Source: an optimization exercise on an open RTL-to-GDS flow (aim: small area). Production flows keep margins and buffers that such runs may drop. Function was checked by simulation only, so behaviour that the tests miss may differ from the original. Power is estimated from default activity; no workload was simulated.

==> design.v <==
package fpau_pkg;
	typedef logic [32-1:0] fp_word_t;
	typedef enum logic [3:0] {
		OP_SGNJ  = 4'd2,
		OP_SGNJN = 4'd3,
		OP_SGNJX = 4'd4,
		OP_MAX   = 4'd5,
		OP_MIN   = 4'd6,
		OP_EQ    = 4'd7,
		OP_LT    = 4'd8,
		OP_LE    = 4'd9,
		OP_MOV   = 4'd10,
		OP_F2I   = 4'd11,
		OP_I2F   = 4'd12
	} fp_op_e;
endpackage
`timescale 1ns/1ps
module fpau_unit_a
(
	input  logic [31:0] a,
	input  logic [31:0] b,
	input  logic [3:0]  op,
	input  logic        uns,
	input  logic        op_en,   
	input  logic        rd_a,    
	input  logic        rd_b,    
	output logic [31:0] y,       
	output logic [31:0] yc       
);
	logic sa, sb;
	assign sa = a[31];
	assign sb = b[31];
	logic lt31, eq, sdiff, klt, ult;
	logic eq31;
	always_comb
	begin
		logic glt, geq;
		lt31 = 1'b0;
		eq31 = 1'b1;
		for (int g = 0; g < 8; g++)
		begin
			glt = 1'b0;
			geq = 1'b1;
			for (int i = 4 * g; i < 4 * g + 4 && i < 31; i++)
			begin
				glt = (!a[i] && b[i]) || (!(a[i] ^ b[i]) && glt);
				geq = geq && !(a[i] ^ b[i]);
			end
			lt31 = glt || (geq && lt31);
			eq31 = eq31 && geq;
		end
	end
	assign sdiff = sa ^ sb;
	assign eq    = eq31 && !sdiff;
	assign klt   = sdiff ? sa : lt31;
	assign ult   = sdiff ? sb : lt31;
	logic d_sgnj, d_sgnjn, d_sgnjx, d_max, d_min, d_eq, d_lt, d_le, d_mov, d_f2i, d_i2f;
	assign d_sgnj  = op_en && op == 4'd2;
	assign d_sgnjn = op_en && op == 4'd3;
	assign d_sgnjx = op_en && op == 4'd4;
	assign d_max   = op_en && op == 4'd5;
	assign d_min   = op_en && op == 4'd6;
	assign d_eq    = op_en && op == 4'd7;
	assign d_lt    = op_en && op == 4'd8;
	assign d_le    = op_en && op == 4'd9;
	assign d_mov   = op_en && op == 4'd10;
	assign d_f2i   = op == 4'd11;
	assign d_i2f   = op == 4'd12;
	logic       neg;
	logic [4:0] r;
	assign neg = !uns && sa;
	always_comb
	begin
		logic bw;
		bw = 1'b1;
		for (int k = 0; k < 5; k++)
		begin
			r[k] = !a[23 + k] ^ bw;
			bw = bw && a[23 + k];
		end
	end
	logic sh_f2i;
	assign sh_f2i = !op[2];
	logic [31:0] shin;
	always_comb
		for (int i = 0; i < 32; i++)
			if (i == 0)
				shin[i] = sh_f2i || a[0];
			else if (i <= 23)
				shin[i] = sh_f2i ? a[23 - i] : a[i];
			else
				shin[i] = !sh_f2i && a[i];
	logic [31:0] s4, s3, s2, s1, s0;
	logic [4:0]  lz;
	assign lz[4] = sh_f2i ? r[4] : (neg ? &shin[31:16] : ~|shin[31:16]);
	assign s4 = lz[4] ? {shin[15:0], 16'd0} : shin;
	assign lz[3] = sh_f2i ? r[3] : (neg ? &s4[31:24] : ~|s4[31:24]);
	assign s3 = lz[3] ? {s4[23:0], 8'd0} : s4;
	assign lz[2] = sh_f2i ? r[2] : (neg ? &s3[31:28] : ~|s3[31:28]);
	assign s2 = lz[2] ? {s3[27:0], 4'd0} : s3;
	assign lz[1] = sh_f2i ? r[1] : (neg ? &s2[31:30] : ~|s2[31:30]);
	assign s1 = lz[1] ? {s2[29:0], 2'd0} : s2;
	assign lz[0] = sh_f2i ? r[0] : (neg ? s1[31] : !s1[31]);
	assign s0 = lz[0] ? {s1[30:0], 1'd0} : s1;
	logic pick_b, sel_a, sel_b, pass_a;
	assign pick_b = (d_max && klt) || (d_min && !klt);
	assign sel_b = pick_b || rd_b;
	assign pass_a = d_sgnj || d_sgnjn || d_sgnjx || d_mov || ((d_max || d_min) && !pick_b);
	assign sel_a = pass_a || rd_a;
	always_comb
	begin
		for (int i = 0; i < 31; i++)
			y[i] = (sel_a && a[i]) || (sel_b && b[i]);
		y[0] = y[0] || (d_eq && eq) || (d_lt && ult) || (d_le && (ult || eq));
		y[31] = (d_sgnj && sb) || (d_sgnjn && !sb) || (d_sgnjx && sdiff)
			|| (((d_max || d_min) && !pick_b || d_mov || rd_a) && sa) || (sel_b && sb);
	end
	always_comb
	begin
		for (int i = 0; i < 32; i++)
			yc[i] = (d_f2i && s0[31 - i]) || (d_i2f && i < 24 && s0[i + 8]);
		for (int i = 0; i < 5; i++)
			yc[24 + i] = yc[24 + i] || (d_i2f && lz[i]);
		yc[31] = yc[31] || (d_i2f && (|s0[7:0]));
	end
endmodule
module fpau_unit_b
(
	input  logic [31:0] s,      
	input  logic [31:0] a,
	input  logic [3:0]  op,
	input  logic        uns,
	output logic        conv,   
	output logic        kill,   
	output logic [31:0] y
);
	logic d_f2i, d_i2f;
	assign conv = op == 4'd11 || op == 4'd12;
	assign d_f2i = !op[2];
	assign d_i2f = op[2];
	logic       sa, neg;
	logic [7:0] e;
	logic       e_lt127, e_ge158, e_ge159, f2i_zero;
	assign sa = a[31];
	assign neg = !uns && sa;
	assign e = a[30:23];
	assign e_lt127 = !e[7] && !(&e[6:0]);
	assign e_ge158 = e[7] && (e[6] || e[5] || (&e[4:1]));
	assign e_ge159 = e[7] && (e[6] || e[5] || (&e[4:0]));
	assign f2i_zero = e_lt127 || (uns ? (sa || e_ge159) : e_ge158);
	logic [31:0] nin, nout;
	always_comb
	begin
		logic any;
		for (int i = 0; i < 32; i++)
			nin[i] = (i < 24 || d_f2i) && s[i];
		any = d_i2f && s[31];
		for (int g = 0; g < 8; g++)
		begin
			logic inner;
			inner = any;
			for (int j = 0; j < 4; j++)
			begin
				nout[4 * g + j] = nin[4 * g + j] ^ (neg && inner);
				inner = inner || nin[4 * g + j];
			end
			any = any || (|nin[4 * g +: 4]);
		end
	end
	logic [4:0] lz;
	logic       ovf, i2f_zero;
	logic [4:0] lzp1;
	logic [7:0] i2f_exp;
	assign lz = s[28:24];
	assign ovf = !nout[23];
	assign i2f_zero = !neg && !s[23];
	always_comb
	begin
		logic c;
		c = 1'b1;
		for (int k = 0; k < 5; k++)
		begin
			lzp1[k] = lz[k] ^ c;
			c = c && lz[k];
		end
	end
	assign i2f_exp = (&lz && !ovf) ? 8'h7F : {3'b100, ovf ? ~lz : ~lzp1};
	assign kill = d_f2i ? f2i_zero : i2f_zero;
	assign y[22:0] = nout[22:0];
	assign y[31:23] = d_f2i ? nout[31:23] : {neg, i2f_exp};
endmodule
`timescale 1ns/1ps
module fpau_top
(
	input  logic                    pclk,
	input  logic                    rst_n,
	input  logic                    psel,
	input  logic                    penable,
	input  logic                    pwrite,
	input  logic [5-1:0] paddr,
	input  fpau_pkg::fp_word_t      pwdata,
	output fpau_pkg::fp_word_t      prdata,
	output logic                    pready,
	output logic                    pslverr
);
	logic [31:0] opa_q;
	logic [31:0] opb_q;
	logic [31:0] opb_n;    
	assign opb_q = ~opb_n;
	logic [3:0]  op_q;
	logic        uns_q;
	logic [31:0] res_q;
	logic [31:0] res_n;    
	assign res_q = ~res_n;
	logic        done_q;
	logic        pend_q;    
	logic access, wr, wr_a, wr_b, launch;
	assign access = psel && penable;
	assign wr     = access && pwrite;
	assign wr_a   = wr && paddr == 5'h00;
	assign wr_b   = wr && paddr == 5'h04;
	assign launch = wr && paddr == 5'h08;
	assign pready  = 1'b1;
	assign pslverr = access && ((paddr[4] && paddr[3:0] != 4'd0)
		|| (pwrite && (paddr == 5'h0C || paddr == 5'h10)));
	logic rd_a, rd_b, rd_c, rd_r, rd_s;
	assign rd_a = paddr == 5'h00;
	assign rd_b = paddr == 5'h04;
	assign rd_c = paddr == 5'h08;
	assign rd_r = paddr == 5'h0C;
	assign rd_s = paddr == 5'h10;
	always_comb
	begin
		prdata = res_y | ({32{rd_r}} & res_q);
		prdata[3:0] = prdata[3:0] | ({4{rd_c}} & op_q);
		prdata[4] = prdata[4] | (rd_c && uns_q);
		prdata[0] = prdata[0] | (rd_s && done_q);
	end
	logic [31:0] res_y;
	logic [31:0] res_c;
	logic [31:0] res_b;
	logic        conv_b;
	logic        kill_b;
	fpau_unit_a u_unit_a (
		.a   (opa_q),
		.b   (opb_q),
		.op  (pwdata[3:0]),
		.uns   (pwdata[4]),
		.op_en (pwrite),
		.rd_a  (rd_a),
		.rd_b  (rd_b),
		.y     (res_y),
		.yc    (res_c)
	);
	fpau_unit_b u_unit_b (
		.s    (res_q),
		.a    (opa_q),
		.op   (op_q),
		.uns  (uns_q),
		.conv (conv_b),
		.kill (kill_b),
		.y    (res_b)
	);
	logic ld_a, hd_a, ld_b, hd_b, ld_r, hd_r;
	assign ld_a = rst_n && wr_a;
	assign hd_a = rst_n && !wr_a;
	assign ld_b = rst_n && wr_b;
	assign hd_b = rst_n && !wr_b;
	logic ld_c, hd_c;
	assign ld_c = rst_n && launch;
	assign hd_c = rst_n && !launch;
	logic fin_r;
	assign fin_r = rst_n && pend_q && conv_b && !kill_b;    
	assign ld_r = rst_n && launch;
	assign hd_r = rst_n && !launch && !(pend_q && conv_b);
	always_ff @(posedge pclk)
	begin
		opa_q  <= ({32{ld_a}} & pwdata) | ({32{hd_a}} & opa_q);
		opb_n  <= ~(({32{ld_b}} & pwdata) | ({32{hd_b}} & opb_q));
		res_n  <= ~(({32{ld_r}} & (res_y | res_c)) | ({32{fin_r}} & res_b) | ({32{hd_r}} & res_q));
		op_q   <= ({4{ld_c}} & pwdata[3:0]) | ({4{hd_c}} & op_q);
		uns_q  <= (ld_c && pwdata[4]) || (hd_c && uns_q);
		done_q <= ld_c || (hd_c && done_q);
		pend_q <= ld_c;
	end
endmodule
==> flow/run.sh <==
#!/bin/bash
# Own layout flow: the standard ORFS flow, with
#  - combinational logic mapped by ABC with each flow/abc_*.abc script,
#    keeping the smallest (registers come
#    from the unchanged synthesis script, so their names and cells match the
#    standard synthesis; checked below against a reference run),
#  - no half/full adder extraction (ABC maps those gates too),
#  - minimum-size port buffers,
#  - clock tree of clkbuf_8 without dummy loads.
set -euo pipefail
W=$(pwd)
F=$W/flow

# reference: the standard synthesis, in its own work folder
sed -e "s#WORK_HOME=[^ ]*#WORK_HOME=$W/orfs_ref#" standard.sh > std_ref.sh
bash std_ref.sh synth > log_ref_synth.log 2>&1

# own synthesis script: synth_recipe.tcl with ABC run once per script in
# flow/abc_*.abc, keeping the smallest mapping
{
	cat <<'EOT'
proc abc {args} {
  set i [lsearch -exact $args -script]
  set lib [lindex $args [expr {[lsearch -exact $args -liberty] + 1}]]
  design -save own_pre_abc
  set best -1
  foreach script [lsort [glob $::env(OWN_ABC_DIR)/abc_*.abc]] {
    design -load own_pre_abc
    lset args [expr {$i + 1}] $script
    yosys abc {*}$args
    set out [tee -q -s result.string stat -liberty $lib]
    regexp {Chip area for module[^:]*:\s*([0-9.]+)} $out -> area
    puts "own abc: $script area $area"
    if {$best < 0 || $area < $best} {
      set best $area
      design -save own_best_abc
    }
  }
  design -load own_best_abc
  puts "own abc: kept area $best"
}
EOT
	cat synth_recipe.tcl
} > own_synth.tcl
export OWN_ABC_DIR=$F
sed -e "s#SYNTH_SCRIPT=[^ ]*#SYNTH_SCRIPT=$W/own_synth.tcl#" standard.sh > own.sh

EXTRA=(
	"BUFFER_PORTS_ARGS=-buffer_cell sky130_fd_sc_hd__buf_1"
	"ADDER_MAP_FILE="
	"CTS_ARGS=-sink_clustering_enable -repair_clock_nets -dont_use_dummy_load -buf_list sky130_fd_sc_hd__clkbuf_8"
)
bash own.sh "${EXTRA[@]}" synth > log_own_synth.log 2>&1

# the registers must be the standard synthesis's: same names, same cells
R=orfs_ref/results/sky130hd/fpau_top/base/1_2_yosys.v
O=orfs/results/sky130hd/fpau_top/base/1_2_yosys.v
grep -E '^\s*sky130_fd_sc_hd__(df|edf|sdf)' $R | awk '{print $1, $2}' | sort > regs_ref.txt
grep -E '^\s*sky130_fd_sc_hd__(df|edf|sdf)' $O | awk '{print $1, $2}' | sort > regs_own.txt
if ! cmp -s regs_ref.txt regs_own.txt; then
	echo "register mismatch with the standard synthesis" | tee log_regcheck.log
	exit 1
fi
echo "registers match: $(wc -l < regs_own.txt)" > log_regcheck.log

bash own.sh "${EXTRA[@]}" finish > log_own_finish.log 2>&1
==> flow/abc_b7.abc <==
strash
ifraig
balance
 rewrite
 refactor
 balance
 rewrite
 rewrite -z
 balance
 refactor -z
 rewrite -z
 balance
dch -f
map -a
strash
dch -f
amap -F 10 -A 50
topo
==> flow/abc_c3.abc <==
strash
ifraig
dc2
dch -f
map -a
strash
dch -f
map -a
strash
dch -f
amap -F 10 -A 50
topo
==> flow/abc_d3.abc <==
strash
ifraig
dc2
&get -n
&deepsyn -T 60
&put
dch -f
map -a
strash
dch -f
map -a
strash
dch -f
amap -F 10 -A 50
topo
==> flow/abc_d3m.abc <==
strash
ifraig
dc2
&get -n
&deepsyn -T 60
&put
dch -f
map -a
strash
dch -f
map -a
strash
dch -f
amap -F 10 -A 50 -m
topo
==> standard.sh <==
#!/bin/bash
# synth_recipe.tcl (not shown) runs the flow's synth.tcl, then flattens the netlist and writes it again
# the make line also repeats each setting of config.mk as NAME=value (left out here)
make -C /OpenROAD-flow-scripts/flow DESIGN_CONFIG=/design/flow/config.mk WORK_HOME=/design/flow/orfs CLKGATE_MAP_FILE= SYNTH_SCRIPT=/design/flow/synth_recipe.tcl "${@:-finish}"
==> config.mk <==
export PLATFORM = sky130hd
export DESIGN_NAME = fpau_top
export DESIGN_NICKNAME = fpau_top
export VERILOG_FILES = /design/flow/design.v
export SDC_FILE = /design/flow/constraint.sdc
export NUM_CORES = 4
export LEC_CHECK = 0
export ABC_AREA = 1
export CAP_MARGIN = 20
export CORE_MARGIN = 2
export CORE_UTILIZATION = 40
export SLEW_MARGIN = 20
==> constraint.sdc <==
create_clock -name core_clock -period 10.0 [get_ports {pclk}]
set_input_delay 2.0000 -clock core_clock [delete_from_list [all_inputs] [get_ports {pclk}]]
set_output_delay 2.0000 -clock core_clock [all_outputs]
set_load 0.01 [all_outputs]
==> results of run 1 <==
[critical path, delay by kind of cell]
family          cells  cell delay (ns)
compound gates     14             3.66
buf+inv             9             1.66
simple gates        9             2.23
[cell families after synthesis]
family	Yosys count	share of synthesized area
buffers and inverters	97	0.0541
AOI/OAI and AO/OA	444	0.447
DFF	103	0.303
and+or+nand+nor	313	0.195
other	1	0.000552
[power breakdown]
part | switching, W | internal, W
combinational | 0.0000729 | 0.0000293
clock | 0.000140 | 0.0000811
sequential | 0.00000118 | 0.000411
[flip-flops by register name, indices dropped and copies added (netlist names)]
| register | flops |
|---|---|
| res_n | 32 |
| op_q | 4 |
| done_q | 1 |
| opa_q | 32 |
| opb_n | 32 |
| pend_q | 1 |
| uns_q | 1 |
[worst max-delay path by stage]
| stage | end | slack, ns |
|---|---|---|
| detailed placement | res_n[16] | 0.35 |
| CTS | res_n[16] | 0.75 |
| global route | res_n[30] | 0.03 |
| global placement | res_n[16] | 0.58 |
| floorplan | res_n[16] | 0.06 |
| finish | res_n[16] | 0.73 |
[layout make-up]
type / instances / area, sq um / share of cell area
multi-input cells: 758 / 4440 / 0.575
inverters: 96 / 372 / 0.0481
repair buffers: 97 / 450 / 0.0583
clock buffers: 9 / 124 / 0.0160
flip-flops and latches: 103 / 2060 / 0.267
well taps: 220 / 275 / 0.0356
[cell usage after synthesis (2+ instances only)]
library cell	count
a211oi_1	5
and3_1	4
nand2_1	83
o221ai_1	20
o21bai_1	2
a21oi_1	69
o221a_1	16
nor2_1	150
a311oi_1	3
o21a_1	6
a221oi_1	4
a22oi_1	12
o22a_1	41
nand4_1	10
o32ai_1	2
or2_0	2
and2_0	2
a32oi_1	3
nor3_1	23
clkinv_1	96
o21ai_0	104
or3_1	3
a2111oi_0	3
nor2b_1	2
o311ai_0	2
nor4_1	14
dfxtp_1	103
o211ai_1	3
o22ai_1	87
o32a_1	2
nand3_1	17
a31oi_1	15
a222oi_1	34
o2111a_1	2
[routing by layer]
metal	GRT usage	up-vias	wire [microns]
met1	0.463	4015	12800
met4	0.108	0	806
met3	0.0608	55	2670
li1	-	3982	-
met2	0.458	463	12400
met5	0	-	0
[through the flow]
step                      setup WS (ns)   util  cell area (sq um)  power, W
after global placement            0.581  0.457               7580  0.000520
after CTS                         0.748  0.465               7710  0.000735
after detailed placement          0.346  0.457               7580  0.000520
final                             0.731  0.466               7730  0.000735
after global routing             0.0345  0.466               7730  0.000759
after floorplan                  0.0622      -               6860  0.000480
[what timing repair did]
| action | 4_1_cts | 5_1_grt |
|---|---|---|
| gates resized for setup | 0 | 1 |
| hold buffers | 0 | 0 |
| setup buffers | 0 | 2 |
| endpoints found under the setup margin | 0 | 14 |
==> summary.md, run 1 <==
| Metric | Value |
|---|---|
| Min-delay worst type | register to register |
| Vias in the first global route | 7,597 |
| Layout cells sized above 1 | 0.0442 |
| Area leader, netlist | dfxtp_1 |
| Commonest register cell after synthesis | dfxtp_1 |
| RSZ-0062 raised after global routing | false |
| Slowest-stage cell, CP | a222oi_1 |
| Final setup vio count | 0 |
| Post-synth EDFFs | 0 |
| Grt ovf | 0 |
| MaxCap Viol Count | 0 |
| Clk Latency, worst-skew pair | 0.41 ns |
| Core Footprint | 16,600 sq um |
| Clk sinks | 103 |
| Mapped Cells | 958 |
| Number of remaining DRC errors | 0 |
| Worst Path Arrival | 9.56 ns |
| R2R Path End | res_n[16] |
| Fin nets | 1,107 |
| Register area share after synthesis | 0.303 |
| IO buf count | 74 |
| Post-synthesis async set-or-reset flop share | 0 |
| Tcrit/Tclk final | 0.927 |
| CTS tree | built |
| Worst-Margin Slew | 1.14 ns |
| Clk slew on worst S/H paths | 0.11 ns |
| Data required time of the critical path | 10.29 ns |
| Row cnt | 47 |
| Hold path depth | 2 |
| Status | finished clean |
| Worst path most repeated cell | nor2_1 |
| Yosys reg bits | 103 |
| Post-Route Setup TNS | 0 ns |
| Max incr delay on CP | 0.59 ns |
| Worst VDD drop | 0.0588 mV |
| Final hold slack | 0.466 ns |
| Die area | 18,100 sq um |
| Max-slew violations | 0 |
| CP Class | input pin to register |
| Final ANT Viol Nets | 0 |
| Synthesized area | 6800 sq um |
| Num ports | 76 |
| H-tree lvl count | 3 |
| Startpoint types | input pin |
| Routability cong. | 0.998 |
| Final Hold Viols | 0 |
| Warnings, synthesis | 11 |
| Num CTS Buffers | 9 |
| Chip Width | 134 microns |
| Yosys top cell area share | 0.303 |
| Initial Util | 0.410 |
| CP max FO | 29 |
| Yosys cell types | 48 |
| Worst setup path startpoint | pwdata[4] |
| Reg2Reg Setup Slack | 1.17 ns |
| Placed cells | 1,272 |
| Pwr Density | 95.1 nW/um^2 |
| Via count | 8,515 |
| Commonest non-fill, non-tap cells in the layout | nor2_1 (148), dfxtp_1 (103), o21ai_0 (102) |
| Commonest non-fill, non-tap cell in the layout | nor2_1 |
| Pre-Repair DR Iteration Count | 8 |
| Final HPWL DP | 21,600 microns |
| WL final | 28,700 microns |
| Avg Vias per Cell | 6.64 |
| Post-Layout Cell Count | 1,283 |
| Hold endpoint | done_q |
| DRT iter0 DRCs | 1,334 |
| CTS Buffer Depth | 2 |
| Fin crit period | 9.27 ns |
| Final Skew | 0.0344 ns |
| Pin count of the biggest net entering global routing | 34 |
| Wire per inst | 22.4 microns |
| FMAX | 108 MHz |
| Avg Cell Area, Syn | 7.10 sq um |
| Syn nets | 1,000 |
| Crit path capture type | register |
| Leak pwr | 2.34 nW |
| Die height | 134 microns |
| Reg2Reg Launch Point | opa_q[31] |
| Fillers | 1,748 |
| Global-route wire length before repair | 44,200 microns |
| Layout area overhead | 13.7% |
| Min-delay src | done_q |
| Gr usage total | 0.315 |
| Diodes inserted | 0 |
| Initial antenna violation count | 0 |
| Worst r2r path cells | 32 |
| Slew Limit Headroom | 0.234 |
| Synth top area cells | dfxtp_1 (30%), nor2_1 (8.3%), o22ai_1 (8.0%) |
| CTS root buf | clkbuf_8 |
==> run 2, diff against run 1 <==
--- a/design.v
+++ b/design.v
@@ -206,5 +206,7 @@
 	logic [31:0] opa_q;
 	logic [31:0] opb_q;
-	logic [31:0] opb_n;    
+	logic [31:0] opa_n;    
+	logic [31:0] opb_n;
+	assign opa_q = ~opa_n;
 	assign opb_q = ~opb_n;
 	logic [3:0]  op_q;
@@ -276,5 +278,5 @@
 	always_ff @(posedge pclk)
 	begin
-		opa_q  <= ({32{ld_a}} & pwdata) | ({32{hd_a}} & opa_q);
+		opa_n  <= ~(({32{ld_a}} & pwdata) | ({32{hd_a}} & opa_q));
 		opb_n  <= ~(({32{ld_b}} & pwdata) | ({32{hd_b}} & opb_q));
 		res_n  <= ~(({32{ld_r}} & (res_y | res_c)) | ({32{fin_r}} & res_b) | ({32{hd_r}} & res_q));
==> flow/abc_d3ms1.abc (new file) <==
strash
ifraig
dc2
&get -n
&deepsyn -T 60 -S 1
&put
dch -f
map -a
strash
dch -f
map -a
strash
dch -f
amap -F 10 -A 50 -m
topo
==> flow/abc_d3ms2.abc (new file) <==
strash
ifraig
dc2
&get -n
&deepsyn -T 60 -S 2
&put
dch -f
map -a
strash
dch -f
map -a
strash
dch -f
amap -F 10 -A 50 -m
topo
==> flow/abc_d3s1.abc (new file) <==
strash
ifraig
dc2
&get -n
&deepsyn -T 60 -S 1
&put
dch -f
map -a
strash
dch -f
map -a
strash
dch -f
amap -F 10 -A 50
topo
==> flow/abc_d3s2.abc (new file) <==
strash
ifraig
dc2
&get -n
&deepsyn -T 60 -S 2
&put
dch -f
map -a
strash
dch -f
map -a
strash
dch -f
amap -F 10 -A 50
topo
==> run 2 against run 1 <==
  * Clock skew about the same
  * Largest power group unchanged
  * Synthesized area down 2.0%
  * Still clean on timing, DRC and antenna
  * Clock-buffer cell count unchanged
  * Highest routed layer unchanged
  * Cell area down 2.6%
  * Sequential share of layout area up 0.71 points
  * Flip-flop and latch count unchanged
  * Wire length down 3.7%
  * Critical endpoint is now res_n[18]
==> summary.md, run 2 <==
| Metric | Value |
|---|---|
| Status | finished clean (unchanged) |
| Initial Util | 0.406 (was 0.410) |
| Clock power share | 0.281 (was 0.301) |
| Sw frac | 0.317 (was 0.291) |
| Post-synth EDFFs | 0 (unchanged) |
| MaxCap Viol Count | 0 (unchanged) |
| Commonest register cell after synthesis | dfxtp_1 (unchanged) |
| Slew Limit Headroom | 0.369 (was 0.234) |
| Post-route cell area | 7530 sq um (was 7730 sq um) |
| CTS Buffer Depth | 2 (unchanged) |
| Gr usage total | 0.308 (was 0.315) |
| Syn nets | 998 (was 1,000) |
| H-tree lvl count | 3 (unchanged) |
| Die area | 17,700 sq um (was 18,100 sq um) |
| Fin crit period | 9.35 ns (was 9.27 ns) |
| Final ANT Viol Nets | 0 (unchanged) |
| Commonest non-fill, non-tap cell in the layout | nor2_1 (unchanged) |
| Num CTS Buffers | 9 (unchanged) |
| Max-slew violations | 0 (unchanged) |
| Final HPWL DP | 20,700 microns (was 21,600 microns) |
| FMAX | 107 MHz (was 108 MHz) |
| Worst Path Arrival | 9.63 ns (was 9.56 ns) |
| Worst-Margin Slew | 0.942 ns (was 1.14 ns) |
| Register area share after synthesis | 0.310 (was 0.303) |
| Avg Cell Area, Syn | 6.97 sq um (was 7.10 sq um) |
| Final Hold Viols | 0 (unchanged) |
| Crit path capture type | register (unchanged) |
| Area leader, netlist | dfxtp_1 (unchanged) |
| Num ports | 76 (unchanged) |
| Warnings, synthesis | 11 (unchanged) |
| CTS tree | built (unchanged) |
| Yosys cell types | 44 (was 48) |
| Final Skew | 0.0345 ns (was 0.0344 ns) |
| Final setup vio count | 0 (unchanged) |
| Initial antenna violation count | 0 (unchanged) |
| CP max FO | 28 (was 29) |
| Top-count cell post-synth | nor2_1 (unchanged) |
| Fillers | 1,760 (was 1,748) |
| Mux cell area share after synthesis | 0 (unchanged) |
| Synth Area in Simple Gates | 0.186 (was 0.195) |
| DRT iter0 DRCs | 1,136 (was 1,334) |
| Max incr delay on CP | 0.53 ns (was 0.59 ns) |
| Register share of total power | 0.523 (was 0.560) |
| Global-route wire length before repair | 42,800 microns (was 44,200 microns) |
| Leak pwr | 2.34 nW (about the same) |
| Startpoint types | input pin (unchanged) |
| Mapped Cells | 956 (was 958) |
| Layout cells sized above 1 | 0.0389 (was 0.0442) |
| Top post-synthesis cells by count | nor2_1 (163), o22ai_1 (134), a21oi_1 (109), dfxtp_1 (103), clkinv_1 (97) (was nor2_1 (150), o21ai_0 (104), dfxtp_1 (103), clkinv_1 (96), o22ai_1 (87)) |
| Post-synthesis xor/xnor area fraction | 0.00395 (was 0) |
| Slowest-stage cell, CP | or4_1 (was a222oi_1) |
| Pint | 0.000537 W (was 0.000521 W) |
| Wire per inst | 21.7 microns (was 22.4 microns) |
| Pin count of the biggest net entering global routing | 34 (unchanged) |
| Post-synthesis async set-or-reset flop share | 0 (unchanged) |
| Clk Latency, worst-skew pair | 0.40 ns (was 0.41 ns) |
| Worst VDD drop | 0.0597 mV (was 0.0588 mV) |
| Top Registers | opa_n x32, opb_n x32, res_n x32 (was opa_q x32, opb_n x32, res_n x32) |
| Number of remaining DRC errors | 0 (unchanged) |
| Chip Width | 133 microns (was 134 microns) |
| Min-delay worst type | register to register (unchanged) |
| Post CTS Setup Buffer Count | 0 (unchanged) |
| Pwr Density | 104 nW/um^2 (was 95.1 nW/um^2) |
| Routability cong. | 1.01 (was 0.998) |
| Die height | 133 microns (was 134 microns) |
| IO buf count | 74 (unchanged) |
| Avg Vias per Cell | 6.48 (was 6.64) |
| Vias in the first global route | 7,619 (was 7,597) |
| Clk sinks | 103 (unchanged) |
| Synthesized area | 6660 sq um (was 6800 sq um) |
| Yosys reg bits | 103 (unchanged) |
| Synth Area in Adders | 0 (unchanged) |
| Synth top area cells | dfxtp_1 (31%), o22ai_1 (13%), nor2_1 (9.2%) (was dfxtp_1 (30%), nor2_1 (8.3%), o22ai_1 (8.0%)) |
| Yosys top cell area share | 0.310 (was 0.303) |
| Net Sw Power | 0.000249 W (was 0.000214 W) |
| Post-synthesis compound-gate area fraction | 0.444 (was 0.447) |
| Core Footprint | 16,400 sq um (was 16,600 sq um) |
| Diodes inserted | 0 (unchanged) |
| CTS root buf | clkbuf_8 (unchanged) |
| Placement Cell Area | 7390 sq um (was 7580 sq um) |
| RSZ-0062 raised after global routing | false (unchanged) |
| Combinational power share | 0.196 (was 0.139) |
| Row cnt | 47 (unchanged) |
| Commonest non-fill, non-tap cells in the layout | nor2_1 (161), o22ai_1 (133), a21oi_1 (108) (was nor2_1 (148), dfxtp_1 (103), o21ai_0 (102)) |
| Tcrit/Tclk final | 0.935 (was 0.927) |
| CP Class | input pin to register (unchanged) |
| Via count | 8,268 (was 8,515) |
| Data required time of the critical path | 10.28 ns (was 10.29 ns) |
| Clk slew on worst S/H paths | 0.08 ns (was 0.11 ns) |
| Largest family of logic cells by synthesized area | compound AO/OA/AOI/OAI gates (unchanged) |
| Pre-Repair DR Iteration Count | 6 (was 8) |
| Fin nets | 1,099 (was 1,107) |
| Layout area overhead | 13.0% (was 13.7%) |
| Post-Route Setup TNS | 0 ns (unchanged) |
| Grt ovf | 0 (unchanged) |
| WL final | 27,700 microns (was 28,700 microns) |
## run 2: worst paths after layout
| kind | from | endpoint | slack, ns | depth (start not counted) |
|---|---|---|---|---|
| min | done_q | done_q | 0.46 | 2 |
| max reg2reg | opa_n[31] | res_n[18] | 1.58 | 33 |
| max | pwdata[4] | res_n[18] | 0.65 | 34 |
| min reg2reg | done_q | done_q | 0.46 | 2 |
## run 2: worst max-delay path, delay by kind of cell
kind	cells	cell delay, ns
AOI/OAI and AO/OA	16	3.15
and+or+nand+nor	9	2.44
buffers and inverters	9	2.02
## run 2: per-layer routing
layer / vias to the layer above / track usage / routed length (microns)
met5: - / 0 / 0
met2: 447 / 0.481 / 12200
li1: 3929 / - / -
met4: 0 / 0.145 / 1260
met3: 59 / 0.0540 / 2340
met1: 3833 / 0.414 / 11900
## run 2: power groups by stage
stage | logic [W] | clock network (W) | registers (W)
floorplan | 0.0000958 | 0 | 0.000421
global placement | 0.000149 | 0 | 0.000421
detailed placement | 0.000148 | 0 | 0.000421
CTS | 0.000149 | 0.000227 | 0.000411
global route | 0.000166 | 0.000239 | 0.000412
finish | 0.000154 | 0.000221 | 0.000411
## run 2: what timing repair did
action | in CTS | in global routing
gates resized for setup | 0 | 4
setup endpoints to repair | 0 | 20
hold buffers | 0 | 0
## run 2: cells by family (layout without fill, tap and decap cells)
| kind of cell | after synthesis | after routing |
|---|---|---|
| simple gates | 292 | 292 |
| other cells | 1 | 1 |
| flops | 103 | 103 |
| xor+xnor | 3 | 3 |
| buf+inv | 98 | 197 |
| compound gates | 459 | 459 |
## run 2: through the flow
step / cells / setup WS (ns) / hold WS, ns / util / total power [W]
after floorplan: 956 / 0.0666 / 0.427 / - / 0.000517
after global placement: 1266 / 0.340 / 0.446 / 0.451 / 0.000570
after detailed placement: 1266 / 0.148 / 0.447 / 0.451 / 0.000569
after CTS: 1275 / 0.550 / 0.458 / 0.458 / 0.000787
after global routing: 1275 / 0.0558 / 0.499 / 0.459 / 0.000816
final: 1275 / 0.653 / 0.460 / 0.459 / 0.000786
## run 2: cell type report
type / count / area, sq um / area share
Multi-Input combinational cell: 755 / 4290 / 0.570
Sequential cell: 103 / 2060 / 0.274
Inverter: 97 / 373 / 0.0495
Tap cell: 220 / 275 / 0.0366
Timing Repair Buffer: 91 / 405 / 0.0539
Clock buffer: 9 / 124 / 0.0165
==> run 3, diff against run 2 <==
==> flow/abc_d3ms3.abc (new file) <==
strash
ifraig
dc2
&get -n
&deepsyn -T 60 -S 3
&put
dch -f
map -a
strash
dch -f
map -a
strash
dch -f
amap -F 10 -A 50 -m
topo
==> flow/abc_d3ms4.abc (new file) <==
strash
ifraig
dc2
&get -n
&deepsyn -T 60 -S 4
&put
dch -f
map -a
strash
dch -f
map -a
strash
dch -f
amap -F 10 -A 50 -m
topo
==> flow/abc_d3ms5.abc (new file) <==
strash
ifraig
dc2
&get -n
&deepsyn -T 60 -S 5
&put
dch -f
map -a
strash
dch -f
map -a
strash
dch -f
amap -F 10 -A 50 -m
topo
==> flow/abc_d3ms6.abc (new file) <==
strash
ifraig
dc2
&get -n
&deepsyn -T 60 -S 6
&put
dch -f
map -a
strash
dch -f
map -a
strash
dch -f
amap -F 10 -A 50 -m
topo
==> flow/abc_d3ms7.abc (new file) <==
strash
ifraig
dc2
&get -n
&deepsyn -T 60 -S 7
&put
dch -f
map -a
strash
dch -f
map -a
strash
dch -f
amap -F 10 -A 50 -m
topo
==> flow/abc_d3ms8.abc (new file) <==
strash
ifraig
dc2
&get -n
&deepsyn -T 60 -S 8
&put
dch -f
map -a
strash
dch -f
map -a
strash
dch -f
amap -F 10 -A 50 -m
topo
removed: flow/abc_b7.abc
removed: flow/abc_c3.abc
removed: flow/abc_d3s2.abc
==> run 3 against run 2 <==
  * Clock power about the same
  * Register-to-register slack about the same
  * Clock-buffer cell count unchanged
  * Highest routed layer unchanged
==> summary.md, run 3 <==
| Metric | Value |
|---|---|
| Status | finished clean (unchanged) |
| Worst-Margin Slew | 0.942 ns (unchanged) |
| Worst VDD drop | 0.0597 mV (unchanged) |
| Post CTS Setup Buffer Count | 0 (unchanged) |
| Chip Width | 133 microns (unchanged) |
| Post-cts sizing count | 0 (unchanged) |
| Clk sinks | 103 (unchanged) |
| Final hold slack | 0.460 ns (unchanged) |
| Global-route wire length before repair | 42,800 microns (unchanged) |
| Die area | 17,700 sq um (unchanged) |
| Hold-fix buffers, CTS | 0 (unchanged) |
| Placed cells | 1,266 (unchanged) |
| Slew Limit Headroom | 0.369 (unchanged) |
| Max incr delay on CP | 0.53 ns (about the same) |
| Commonest non-fill, non-tap cells in the layout | nor2_1 (161), o22ai_1 (133), a21oi_1 (108) (unchanged) |
| IO buf count | 74 (unchanged) |
| Via count | 8,268 (unchanged) |
| Min-delay worst type | register to register (unchanged) |
| FMAX | 107 MHz (unchanged) |
| Register area share after synthesis | 0.310 (unchanged) |
| Final HPWL DP | 20,700 microns (unchanged) |
| CP max FO | 28 (unchanged) |
| Layout cells sized above 1 | 0.0389 (unchanged) |
| CP bufs+invs | 9 (unchanged) |
| Pwr Density | 104 nW/um^2 (unchanged) |
| CP Class | input pin to register (unchanged) |
| Final Skew | 0.0345 ns (unchanged) |
| Startpoint types | input pin (unchanged) |
| Leak pwr | 2.34 nW (unchanged) |
| Warnings, synthesis | 11 (unchanged) |
| Vias in the first global route | 7,619 (unchanged) |
| WL final | 27,700 microns (unchanged) |
| Data required time of the critical path | 10.28 ns (about the same) |
| Core Footprint | 16,400 sq um (unchanged) |
| Layout Utilization | 0.459 (unchanged) |
| Wire per inst | 21.7 microns (unchanged) |
| Final Hold Viols | 0 (unchanged) |
| Syn nets | 998 (unchanged) |
| Num CTS Buffers | 9 (unchanged) |
| Die height | 133 microns (unchanged) |
| H-tree lvl count | 3 (unchanged) |
| Final ANT Viol Nets | 0 (unchanged) |
| Routability cong. | 1.01 (unchanged) |
| Gr usage total | 0.308 (unchanged) |
| Commonest register cell after synthesis | dfxtp_1 (unchanged) |
| CTS root buf | clkbuf_8 (unchanged) |
| Kind of cell adding the most delay to the critical path | compound AO/OA/AOI/OAI gates (unchanged) |
| Area leader, netlist | dfxtp_1 (unchanged) |
| Num ports | 76 (unchanged) |
| Layout area overhead | 13.0% (unchanged) |
| Fin nets | 1,099 (unchanged) |
| Slowest-stage cell, CP | or4_1 (unchanged) |
| Pin count of the biggest net entering global routing | 34 (unchanged) |
| Synth top area cells | dfxtp_1 (31%), o22ai_1 (13%), nor2_1 (9.2%) (unchanged) |
| Avg Vias per Cell | 6.48 (unchanged) |
| Diodes inserted | 0 (unchanged) |
| Number of remaining DRC errors | 0 (unchanged) |
| Post-Layout Cell Count | 1,275 (unchanged) |
| Grt ovf | 0 (unchanged) |
| Avg Cell Area, Syn | 6.97 sq um (unchanged) |
| Yosys reg bits | 103 (unchanged) |
| Initial antenna violation count | 0 (unchanged) |
| Top-count cell post-synth | nor2_1 (unchanged) |
| Initial Util | 0.406 (unchanged) |
| Post-Route Setup TNS | 0 ns (unchanged) |
| Total Power | 0.000786 W (unchanged) |
| MaxCap Viol Count | 0 (unchanged) |
| Post-synth EDFFs | 0 (unchanged) |
| Fin crit period | 9.35 ns (unchanged) |
| Mapped Cells | 956 (unchanged) |
| RSZ-0062 raised after global routing | false (unchanged) |
| Post-synthesis async set-or-reset flop share | 0 (unchanged) |
| Clk slew on worst S/H paths | 0.08 ns (about the same) |
| CTS Buffer Depth | 2 (unchanged) |
| Row cnt | 47 (unchanged) |
| DRT iter0 DRCs | 1,136 (unchanged) |
| CTS tree | built (unchanged) |
| Synthesized area | 6660 sq um (unchanged) |
| Tcrit/Tclk final | 0.935 (unchanged) |
| Final setup vio count | 0 (unchanged) |
| Top post-synthesis cells by count | nor2_1 (163), o22ai_1 (134), a21oi_1 (109), dfxtp_1 (103), clkinv_1 (97) (unchanged) |
| Top Registers | opa_n x32, opb_n x32, res_n x32 (unchanged) |
| Yosys cell types | 44 (unchanged) |
| Worst Path Arrival | 9.63 ns (about the same) |
| Max-slew violations | 0 (unchanged) |
| Yosys top cell area share | 0.310 (unchanged) |
| Clk Latency, worst-skew pair | 0.40 ns (about the same) |
| Pre-Repair DR Iteration Count | 6 (unchanged) |
| Crit path capture type | register (unchanged) |
| Commonest non-fill, non-tap cell in the layout | nor2_1 (unchanged) |
==> run 3: cell counts after synthesis <==
Identical to the previous run, type by type.
==> run 3: worst register-to-register path, delay by kind of cell, from the launching register on <==
family	cells	cell delay, ns
compound gates	17	3.31
buf+inv	9	2.37
simple gates	7	2.05
flops	1	0.58
==> run 3: final timing paths <==
path,end,cells past startpoint,slack [ns],start
worst max-delay path,res_n[18],34,0.65,pwdata[4]
worst min register to register,done_q,2,0.46,done_q
worst max register to register,res_n[18],33,1.58,opa_n[31]
worst min-delay path,done_q,2,0.46,done_q
==> run 3: cell type report <==
type,instances,area [sq um]
Fill cell,1760,8880
Tap cell,220,275
Clock buffer,9,124
Multi-Input combinational cell,755,4290
Sequential cell,103,2060
Inverter,97,373
Timing Repair Buffer,91,405
==> run 3: cells by family (layout without fill, tap and decap cells) <==
group                  after synthesis  in the layout  share of synthesized area
AO/OA/AOI/OAI                      459            459                      0.444
AND/OR/NAND/NOR                    292            292                      0.186
flip-flops                         103            103                      0.310
buffers and inverters               98            197                     0.0558
XOR/XNOR                             3              3                    0.00395
other                                1              1                   0.000563
==> run 3: power by group <==
group          switching [W]  leakage (nW)  internal, W
clock network       0.000140        0.0647    0.0000812
registers        0.000000906         0.834     0.000411
logic               0.000109          1.44    0.0000453
total               0.000249          2.34     0.000537
==> run 3: stage by stage <==
step / area, sq um / setup WS [ns]
5_1_grt: 7530 / 0.0558
3_5_place_dp: 7390 / 0.148
2_1_floorplan: 6690 / 0.0666
6_report: 7530 / 0.653
3_3_place_gp: 7390 / 0.340
4_1_cts: 7520 / 0.550
==> run 3: per-layer routing <==
layer  share of wire  wire length, microns  track usage
met3           0.085                  2340       0.0540
met5               0                     0            0
met2            0.44                 12200        0.481
met1            0.43                 11900        0.414
met4           0.046                  1260        0.145
==> run 4, diff against run 3 <==
==> flow/abc_d3ms1q.abc (new file) <==
strash
ifraig
dc2
&get -n
&deepsyn -T 60 -S 1
&put
dch -f
amap -F 10 -A 50 -m
topo
==> run 4 against run 3 <==
  * Die area shrank 0.44%
  * Flip-flop and latch count did not move
  * Via count shrank 2.0%
  * Sequential share of layout area rose by 0.068 points
  * Maximum frequency up 1.5%
  * Synthesized cell count is 0.73% lower
  * Combinational power increased by 3%
==> summary.md, run 4 <==
| Metric | Value |
|---|---|
| Synthesized area | 6630 sq um (was 6660 sq um) |
| Sw frac | 0.316 (was 0.317) |
| Status | finished clean (unchanged) |
| Global-route wire length before repair | 41,900 microns (was 42,800 microns) |
| Number of remaining DRC errors | 0 (unchanged) |
| Commonest non-fill, non-tap cells in the layout | nor2_1 (166), o22ai_1 (140), dfxtp_1 (103) (was nor2_1 (161), o22ai_1 (133), a21oi_1 (108)) |
| Final ANT Viol Nets | 0 (unchanged) |
| Clk slew on worst S/H paths | 0.09 ns (was 0.08 ns) |
| Die height | 133 microns (about the same) |
| IO buf count | 74 (unchanged) |
| Register share of total power | 0.522 (was 0.523) |
| DRT iter0 DRCs | 889 (was 1,136) |
| Initial Util | 0.404 (was 0.406) |
| Layout area overhead | 13.2% (was 13.0%) |
| Pre-Repair DR Iteration Count | 5 (was 6) |
| Initial antenna violation count | 0 (unchanged) |
| Max incr delay on CP | 0.55 ns (was 0.53 ns) |
| Pwr Density | 105 nW/um^2 (was 104 nW/um^2) |
| Area leader, netlist | dfxtp_1 (unchanged) |
| Placement Cell Area | 7350 sq um (was 7390 sq um) |
| Num CTS Buffers | 9 (unchanged) |
| CTS root buf | clkbuf_8 (unchanged) |
| Final Hold Viols | 0 (unchanged) |
| Crit path capture type | register (unchanged) |
| Routability cong. | 1.01 (about the same) |
| Worst path most repeated cell | o22ai_1 |
| Yosys reg bits | 103 (unchanged) |
| Die area | 17,600 sq um (was 17,700 sq um) |
| Slowest-stage cell, CP | or4_1 (unchanged) |
| Synth top area cells | dfxtp_1 (31%), o22ai_1 (13%), nor2_1 (9.5%) (was dfxtp_1 (31%), o22ai_1 (13%), nor2_1 (9.2%)) |
| CP Class | input pin to register (unchanged) |
| CTS Buffer Depth | 2 (unchanged) |
| Post-synth EDFFs | 0 (unchanged) |
| Yosys top cell area share | 0.311 (was 0.310) |
| Data required time of the critical path | 10.25 ns (was 10.28 ns) |
| Max-slew violations | 0 (unchanged) |
| FMAX | 109 MHz (was 107 MHz) |
| Register area share after synthesis | 0.311 (was 0.310) |
| Post-synthesis async set-or-reset flop share | 0 (unchanged) |
| Fin crit period | 9.21 ns (was 9.35 ns) |
| Post-route cell area | 7510 sq um (was 7530 sq um) |
| Pint | 0.000539 W (was 0.000537 W) |
| Top post-synthesis cells by count | nor2_1 (167), o22ai_1 (140), dfxtp_1 (103), a21oi_1 (97), clkinv_1 (96) (was nor2_1 (163), o22ai_1 (134), a21oi_1 (109), dfxtp_1 (103), clkinv_1 (97)) |
| Slew Limit Headroom | 0.372 (was 0.369) |
| Min-delay worst type | register to register (unchanged) |
| Warnings, synthesis | 11 (unchanged) |
| CP max FO | 34 (was 28) |
| Final Skew | 0.0302 ns (was 0.0345 ns) |
| MaxCap Viol Count | 0 (unchanged) |
| Row cnt | 47 (unchanged) |
| Pin count of the biggest net entering global routing | 35 (was 34) |
| Reg2Reg Setup Slack | 1.18 ns (was 1.58 ns) |
| Wire per inst | 21.4 microns (was 21.7 microns) |
| Leak pwr | 2.28 nW (was 2.34 nW) |
| Mapped Cells | 949 (was 956) |
| H-tree lvl count | 3 (unchanged) |
| Clock power share | 0.276 (was 0.281) |
| Top Registers | opa_n x32, opb_n x32, res_n x32 (unchanged) |
| Post-Route Setup TNS | 0 ns (unchanged) |
| Avg Cell Area, Syn | 6.99 sq um (was 6.97 sq um) |
| Worst Path Arrival | 9.45 ns (was 9.63 ns) |
| Commonest register cell after synthesis | dfxtp_1 (unchanged) |
| WL final | 27,100 microns (was 27,700 microns) |
| Clk sinks | 103 (unchanged) |
| Tcrit/Tclk final | 0.921 (was 0.935) |
| Combinational power share | 0.202 (was 0.196) |
| Startpoint types | input pin (unchanged) |
| Vias in the first global route | 7,387 (was 7,619) |
| Syn nets | 991 (was 998) |
| Core Footprint | 16,400 sq um (unchanged) |
| Net Sw Power | 0.000249 W (about the same) |
| Storage cell area | 2060 sq um (unchanged) |
| Avg Vias per Cell | 6.40 (was 6.48) |
| Num ports | 76 (unchanged) |
| Worst-Margin Slew | 0.939 ns (was 0.942 ns) |
| Yosys cell types | 42 (was 44) |
| Clk Latency, worst-skew pair | 0.40 ns (about the same) |
| Grt ovf | 0 (unchanged) |
| Fin nets | 1,091 (was 1,099) |
| RSZ-0062 raised after global routing | false (unchanged) |
| Commonest non-fill, non-tap cell in the layout | nor2_1 (unchanged) |
| Final HPWL DP | 20,500 microns (was 20,700 microns) |
| Final setup vio count | 0 (unchanged) |
| Layout cells sized above 1 | 0.0334 (was 0.0389) |
| Worst VDD drop | 0.0658 mV (was 0.0597 mV) |
| Diodes inserted | 0 (unchanged) |
| Via count | 8,106 (was 8,268) |
| Chip Width | 133 microns (about the same) |
| Top-count cell post-synth | nor2_1 (unchanged) |
| CTS tree | built (unchanged) |
| Post CTS Setup Buffer Count | 0 (unchanged) |
| Final hold slack | 0.459 ns (was 0.460 ns) |
| Combined area of the multi-input logic cells | 4250 sq um (was 4290 sq um) |
| Fillers | 1,751 (was 1,760) |
| Gr usage total | 0.304 (was 0.308) |
[run 4: changes by cell type after synthesis, moves of 5 or more]
cell | before | now
a21oi_1 | 109 | 97
o22a_1 | 34 | 25
a22oi_1 | 9 | 17
o221ai_1 | 18 | 26
o22ai_1 | 134 | 140
or3_1 | 8 | 2
a211oi_1 | 5 | 10
[run 4: metal layers]
| layer | GRT usage | wire (microns) | part of all wire |
|---|---|---|---|
| met5 | 0 | 0 | 0 |
| met4 | 0.154 | 1380 | 0.051 |
| met3 | 0.0609 | 2040 | 0.075 |
| met2 | 0.472 | 12000 | 0.44 |
| met1 | 0.401 | 11700 | 0.43 |
[run 4: metrics by stage]
stage | instances | util | worst slack (ns) | power (W)
final | 1267 | 0.458 | 0.795 | 0.000788
after detailed placement | 1257 | 0.448 | 0.515 | 0.000574
after CTS | 1266 | 0.455 | 0.881 | 0.000791
after global routing | 1267 | 0.458 | 0.0797 | 0.000819
after global placement | 1257 | 0.448 | 0.557 | 0.000576
after floorplan | 949 | - | 0.126 | 0.000520
[run 4: worst paths after layout]
| kind | startpoint | end | depth (start not counted) |
|---|---|---|---|
| min | done_q | done_q | 2 |
| max reg2reg | opa_n[31] | res_n[19] | 30 |
| max | pwdata[4] | res_n[19] | 30 |
| min reg2reg | done_q | done_q | 2 |
[run 4: repair_timing]
action                                  4_1_cts  5_1_grt
gates resized for setup                       0        1
hold buffers                                  0        0
endpoints found under the setup margin        0       11
[run 4: logic make-up (layout without fill, tap and decap cells)]
family / Yosys count / count (layout) / share of synthesized area
compound gates: 453 / 453 / 0.443
xor+xnor: 3 / 3 / 0.00396
buf+inv: 97 / 195 / 0.0555
flops: 103 / 103 / 0.311
other cells: 1 / 1 / 0.000566
simple gates: 292 / 292 / 0.186
[run 4: critical path: cells and delay by family]
| kind | cells | cell delay (ns) |
|---|---|---|
| compound gates | 14 | 2.83 |
| simple gates | 7 | 2.05 |
| buf+inv | 9 | 2.55 |
[run 4: power groups by stage]
stage | sequential (W) | clock, W | combinational [W]
3_5_place_dp | 0.000421 | 0 | 0.000153
4_1_cts | 0.000411 | 0.000226 | 0.000153
2_1_floorplan | 0.000421 | 0 | 0.0000991
6_report | 0.000411 | 0.000218 | 0.000159
5_1_grt | 0.000412 | 0.000236 | 0.000172
3_3_place_gp | 0.000421 | 0 | 0.000155
[run 4: final cells by class]
| type | count | share of cell area |
|---|---|---|
| multi-input cells | 749 | 0.567 |
| flip-flops and latches | 103 | 0.275 |
| clock buffers | 9 | 0.0165 |
| inverters | 96 | 0.0503 |
| repair buffers | 90 | 0.0553 |
| well taps | 220 | 0.0367 |

[port drivers added, routing unchanged]
The results above use ideal ports. As a check the final layouts listed here were re-extracted and re-timed, cells and wires unchanged.
Step 1 sets driving cells, clkbuf_16 on the clock port and buf_2 on the other inputs (assumed; they add their load-dependent delay and slew).
Step 2 adds t to the input delays and takes it off the output delays; t is the mean of the earliest and latest rising clock arrival at the registers after step 1. Input paths then give back, and output paths get back, about the clock's delay inside the block.
a / b / c = ideal / step 1 / step 2; a / b = the first two.
run	t, ns	slack for setup (ns)	hold slack, ns	worst data-port slew with drivers (ns)	cell pins on the clock port's net
run 1	0.439	0.731 / 0.750 / 0.311	0.466 / 0.466 / 0.466	0.03	1
run 2	0.422	0.653 / 0.674 / 0.252	0.460 / 0.460 / 0.460	0.03	1
run 3	0.422	0.653 / 0.674 / 0.252	0.460 / 0.460 / 0.460	0.03	1
run 4	0.419	0.795 / 0.811 / 0.392	0.459 / 0.459 / 0.459	0.03	1
After both steps setup and hold are still met in every run listed. For run 1, which loses most, drivers alone change the setup slack by +0.019 ns; drivers and shift together by -0.420 ns.
